From an optimization exercise on the open Yosys and OpenROAD flow, aimed at small area, a short achievable clock period and few clock cycles per item; shortcuts taken in it are not production practice.
No run shown here included a check of the RTL's function; only the layout flow was run.

==> flow/design.v (outline; a module is shown in full before it is edited, if it fits) <==
// module fp_mul_pipe: 1913 lines
// module fp_mul_sched: 80 lines
// module fp_mul_sched_top: 33 lines
module fp_mul_sched_top (
    input  logic         clk,
    input  logic         reset_n,
    input  logic [3:0]   req_valid,
    input  logic [127:0] req_x,
    input  logic [127:0] req_y,
    output logic [3:0]   req_ready,
    output logic         res_valid,
    input  logic         res_ready,
    output logic [1:0]   res_id,
    output logic [31:0]  res_data,
    output logic [4:0]   res_flags,
    output logic         busy
);
  // ...
==> flow/flow/run.sh <==
#!/bin/bash
# Layout flow: the standard flow (standard.sh) with two changes after synthesis:
# the port buffers are the small sky130_fd_sc_hd__buf_1 instead of the delay cell
# buffer_ports picks by default, and timing repair may swap a cell for one with a
# different footprint (MATCH_CELL_FOOTPRINT=0), so those buffers can be resized.
# Synthesis is the standard one, unchanged. Each step's output goes to its own log here.
set -uo pipefail
bash standard.sh synth > synth.log 2>&1 || exit 1
bash standard.sh "BUFFER_PORTS_ARGS=-buffer_cell sky130_fd_sc_hd__buf_1" MATCH_CELL_FOOTPRINT=0 finish > layout.log 2>&1 || exit 1
==> flow/standard.sh <==
#!/bin/bash
# synth_recipe.tcl (not shown) runs the flow's synth.tcl, then flattens the netlist and writes it again
# the make line also repeats each setting of config.mk as NAME=value (left out here)
make -C /OpenROAD-flow-scripts/flow DESIGN_CONFIG=/design/flow/config.mk WORK_HOME=/design/flow/orfs CLKGATE_MAP_FILE= SYNTH_SCRIPT=/design/flow/synth_recipe.tcl "${@:-finish}"
==> flow/config.mk <==
export PLATFORM = sky130hd
export DESIGN_NAME = fp_mul_sched_top
export DESIGN_NICKNAME = fp_mul_sched_top
export VERILOG_FILES = /design/flow/design.v
export SDC_FILE = /design/flow/constraint.sdc
export NUM_CORES = 4
export LEC_CHECK = 0
export CAP_MARGIN = 20
export CORE_MARGIN = 2
export CORE_UTILIZATION = 40
export SETUP_SLACK_MARGIN = 3.0
export SLEW_MARGIN = 20
==> flow/constraint.sdc <==
create_clock -name core_clock -period 10.5 [get_ports {clk}]
set_input_delay 2.1000 -clock core_clock [delete_from_list [all_inputs] [get_ports {clk}]]
set_output_delay 2.1000 -clock core_clock [all_outputs]
set_load 0.01 [all_outputs]
==> impl_metrics.toml, run 1 <==
[worst_setup_path]
cpPeakStageDelay_ps = 560
critPathKind = "in -> reg"
critPathTopFamily = "adder cells"
path_max_fanout = 22

[synthesis]
synth.distinct_cells = 93
netlist.top_cell.by_area = "fa_1"

[layout]
finalInstanceArea_mm2 = 0.0238
nets = 3162
multi_input_area_share_pct = 68.7
area_growth_pct = 14.0
multi_input_area_mm2 = 0.0163
top_regs = "u_sched.u_mul.mq (72), u_sched.u_mul.e0_q (8)"

[clock_tree]
clk_pin_slew_ps = 80

[grt]
grt_pass1_vias = 19600
grt_max_degree = 60
met3_usage_pct = 6.24

[routing]
routed-wl-met2_um = 35500
met1_length_um = 32200
postRouteAntennaNets = 0

[place]
port_buffers = 307

[sta]
tns_ps = 0
finalWorstSetupSlack_ps = 3090
fin_worst_skew_ps = 15.4

[run_status]
outcome = "timing/DRC/antenna clean"
==> run 2, diff against run 1 <==
--- a/flow/config.mk
+++ b/flow/config.mk
@@ -8,5 +8,5 @@
 export CAP_MARGIN = 20
 export CORE_MARGIN = 2
 export CORE_UTILIZATION = 40
-export SETUP_SLACK_MARGIN = 3.0
+export SETUP_SLACK_MARGIN = 3.5
 export SLEW_MARGIN = 20
==> run 2 against run 1 <==
Worst hold slack gained 13 ps; global-route usage is 0.11 points lower; area after synthesis stayed put; largest cell class unchanged; count of clock-buffer cells in the layout is 1 lower; critical path type unchanged; still clean on timing, DRC and antenna.
==> impl_metrics.toml, run 2 <==
[synthesis]
synth_compound_gate_area_share_pct = 22.4
netlist.top_cell.by_area = "fa_1"
synth_mux_area_share_pct = 1.58
synthAdderAreaFrac_pct = 30.2
synth.distinct_cells = 93
syn_avg_cell_area_um2 = 9.13
netlist_instances = 2285
synth_ff_type = "edfxtp_1"
synth-simple-area-share_pct = 8.35
async_reset_ff_share_pct = 3.19
yosys-top-cells-area = "fa_1, edfxtp_1, xnor2_1"
synth_edf_count = 91
synth_most_common_cell = "inv_1"
synth_top_family_by_area = "adder cells"
synth_seq_cells = 94
synth_xor_area_share_pct = 13.7
synth.net_count = 2902
yosys_warnings = 2
synth_top_area_share_pct = 23.6
synth_common_cells = "inv_1, xnor2_1, a22oi_1"
syn-cell-area_mm2 = 0.0209
ys_seq_area_share_pct = 13.5

[worst_setup_path]
r2r_slack_ps = 4600
r2r_cells = 20
r2r-start = "u_sched.last_q[1]"
cp_slowest_cell = "fa_1"
start_kind = "input port"
cp-end-kind = "flop"
path_cells = "buf_4 -> a21oi_2 -> o211a_4 -> buf_12 -> buf_4 -> a32o_1 -> a221oi_4 -> inv_1 -> ha_4 -> buf_4 -> a22oi_1 -> xnor2_1 -> ha_1 -> fa_1 -> inv_1 -> fa_1 -> inv_1 -> ha_1 -> and4_1 -> a221oi_1 -> o21ai_1"
path_max_fanout = 25
cp_data_required_time_ps = 10640
r2r-end = "u_sched.u_mul.lcq"
arrival_ps = 7110
cpPeakStageDelay_ps = 520
critPathKind = "in -> reg"

[layout]
fill_cells = 4868
area_growth_pct = 20.8
largest_reg_flops = 72
utilization_pct = 49.0
seqCellArea_mm2 = 0.00281
final_cell_mix = "inv_1, buf_1, xnor2_1"
regMostFlops = "u_sched.u_mul.mq"
top_regs = "u_sched.u_mul.mq (72), u_sched.u_mul.e0_q (8)"
final_common_cell = "inv_1"
nets = 3257
drive_gt1_share_pct = 14.6
multi_input_area_mm2 = 0.0166

[worst_hold_path]
hp-class = "reg -> reg"
holdPathEnd = "u_sched.last_q[0]"
hold_depth = 2
min_from = "u_sched.last_q[0]"

[place]
port_buffers = 307
gp_congestion = 0.954
dp_slack_ps = 2030
place_hpwl_um = 57300

[clock_tree]
cts_tree = "built"
cts.htree.levels = 3
cts_made_buffers = 9
clk_latency_ps = 410
cts_sinks = 94
clk_path_buf_depth = 2
clockRootBuffer = "clkbuf_16"
clk_pin_slew_ps = 90

[sta]
tns_ps = 0
period_needed_ps = 6970
rsz0062_at_grt = "yes"
hold_viol = 0
finalWorstSetupSlack_ps = 3530
slew_headroom_pct = 38.6
fin_worst_skew_ps = 25.5
finalSetupViolCount = 0
slew_viol_final = 0
period_share_pct = 66.3
worstMarginPinSlew_ps = 920
max_freq_mhz = 144

[die]
initial_core_util_pct = 40.6
fp.dieH_um = 232
die-area_mm2 = 0.0540
die_w_um = 232
row_count = 83
core_mm2 = 0.0514
ios = 308

[grt]
antenna_found_initial = 2
grt_pass1_wl_um = 119000
groute.usage.overall_pct = 29.0
grt_max_degree = 73
grt_pass1_vias = 19900
overflow = 0

[run_status]
outcome = "timing/DRC/antenna clean"

[routing]
firstDrtPassIters = 8
drt_wl_total_um = 80500
drc_errors = 0
drtIter0Drc = 2407
vias = 20000
via_per_inst = 6.02
wl_per_cell_um = 24.2
postRouteAntennaNets = 0

[flow_run]
maxCapViolCount = 0
-- run 2: cell counts after synthesis --
Identical to the previous run, type by type.
-- run 2: layout make-up --
type	count	share of cell area [%]
Tap cell	680	3.38
Antenna cell	2	0.0199
Inverter	344	5.30
Sequential cell	94	11.2
Clock buffer	9	0.894
Clock inverter	7	0.362
Multi-Input combinational cell	1670	66.0
Timing Repair Buffer	521	12.9
-- run 2: worst max path at each step --
| stage | depth (start not counted) | slack, ps | start | endpoint |
|---|---|---|---|---|
| after floorplan | 21 | 3490 | req_valid[1] | u_sched.u_mul.mq[21] |
| after detailed placement | 17 | 2030 | req_valid[3] | u_sched.u_mul.mq[41] |
| after global placement | 19 | 2080 | req_valid[3] | u_sched.u_mul.mq[31] |
| final | 21 | 3530 | req_valid[3] | u_sched.u_mul.lcq |
| after global routing | 20 | 3410 | req_valid[3] | u_sched.u_mul.mq[41] |
| after CTS | 19 | 3460 | req_valid[1] | u_sched.u_mul.mq[41] |
-- run 2: logic make-up after synthesis --
group | after synthesis
AOI/OAI and AO/OA | 596
xor gates and xnor gates | 326
adders and majority gates | 356
buffers and inverters | 525
DFF | 94
muxes | 32
and+or+nand+nor | 356
-- run 2: through the flow --
stage                     instance area, µm²  hold WS, ps  std cells
after detailed placement               22700          563       3150
after floorplan                        21100          514       2285
after CTS                              23900          589       3232
after global placement                 22700          548       3150
final                                  25200          623       3327
after global routing                   25200          670       3325
-- run 2: repair_timing --
item | 4_1_cts | 5_1_grt
resized for setup | 82 | 98
setup endpoints to repair | 75 | 50
hold buffers | 0 | 0
endpoints found under the hold margin | 0 | 0
cloned | 5 | 4
setup buffers | 61 | 89
pin swaps | 21 | 51
-- run 2: layer usage --
metal	part of all wire (%)	wire, µm	track usage, %	vias up
met5	0	0	0	-
met4	4.3	3470	11.8	0
met3	10	8430	6.18	223
met2	45	35900	45.5	1296
met1	41	32700	38.9	9805
li1	-	-	-	8690
-- run 2: worst max-delay path: cells and delay by family --
kind | cells | cell delay [ps]
AOI/OAI and AO/OA | 7 | 1580
xor gates and xnor gates | 1 | 170
adders and majority gates | 5 | 2050
buffers and inverters | 7 | 980
and+or+nand+nor | 1 | 210

==> re-timing with driven ports <==
Ports are ideal in the flow. The routed layouts listed here were re-timed in OpenROAD.
Step 1: set_driving_cell puts a clkbuf_16 on clk and a buf_2 on each other input, an assumption about the parent block.
Step 2 adds t to the input delays and takes it off the output delays; t is the mean of the earliest and latest rising clock arrival at the registers after step 1. Input paths then give back, and output paths get back, about the clock's delay inside the block.
Slacks: ideal / step 1 / step 2; pairs: ideal / step 1.
run | shift t [ns] | setup WS [ns] | clock arrival spread, ns | worst register clock-pin slew, ns | pins driven straight from the clock port
run 1 | 0.442 | 3.091 / 3.118 / 2.677 | 0.016 / 0.015 | 0.08 / 0.08 | 1
run 2 | 0.447 | 3.533 / 3.556 / 3.110 | 0.026 / 0.025 | 0.09 / 0.09 | 1
After both steps setup and hold are still met in every run listed. The setup slack of run 2, which loses most, moves by +0.023 ns with the drivers and by -0.423 ns with both steps.
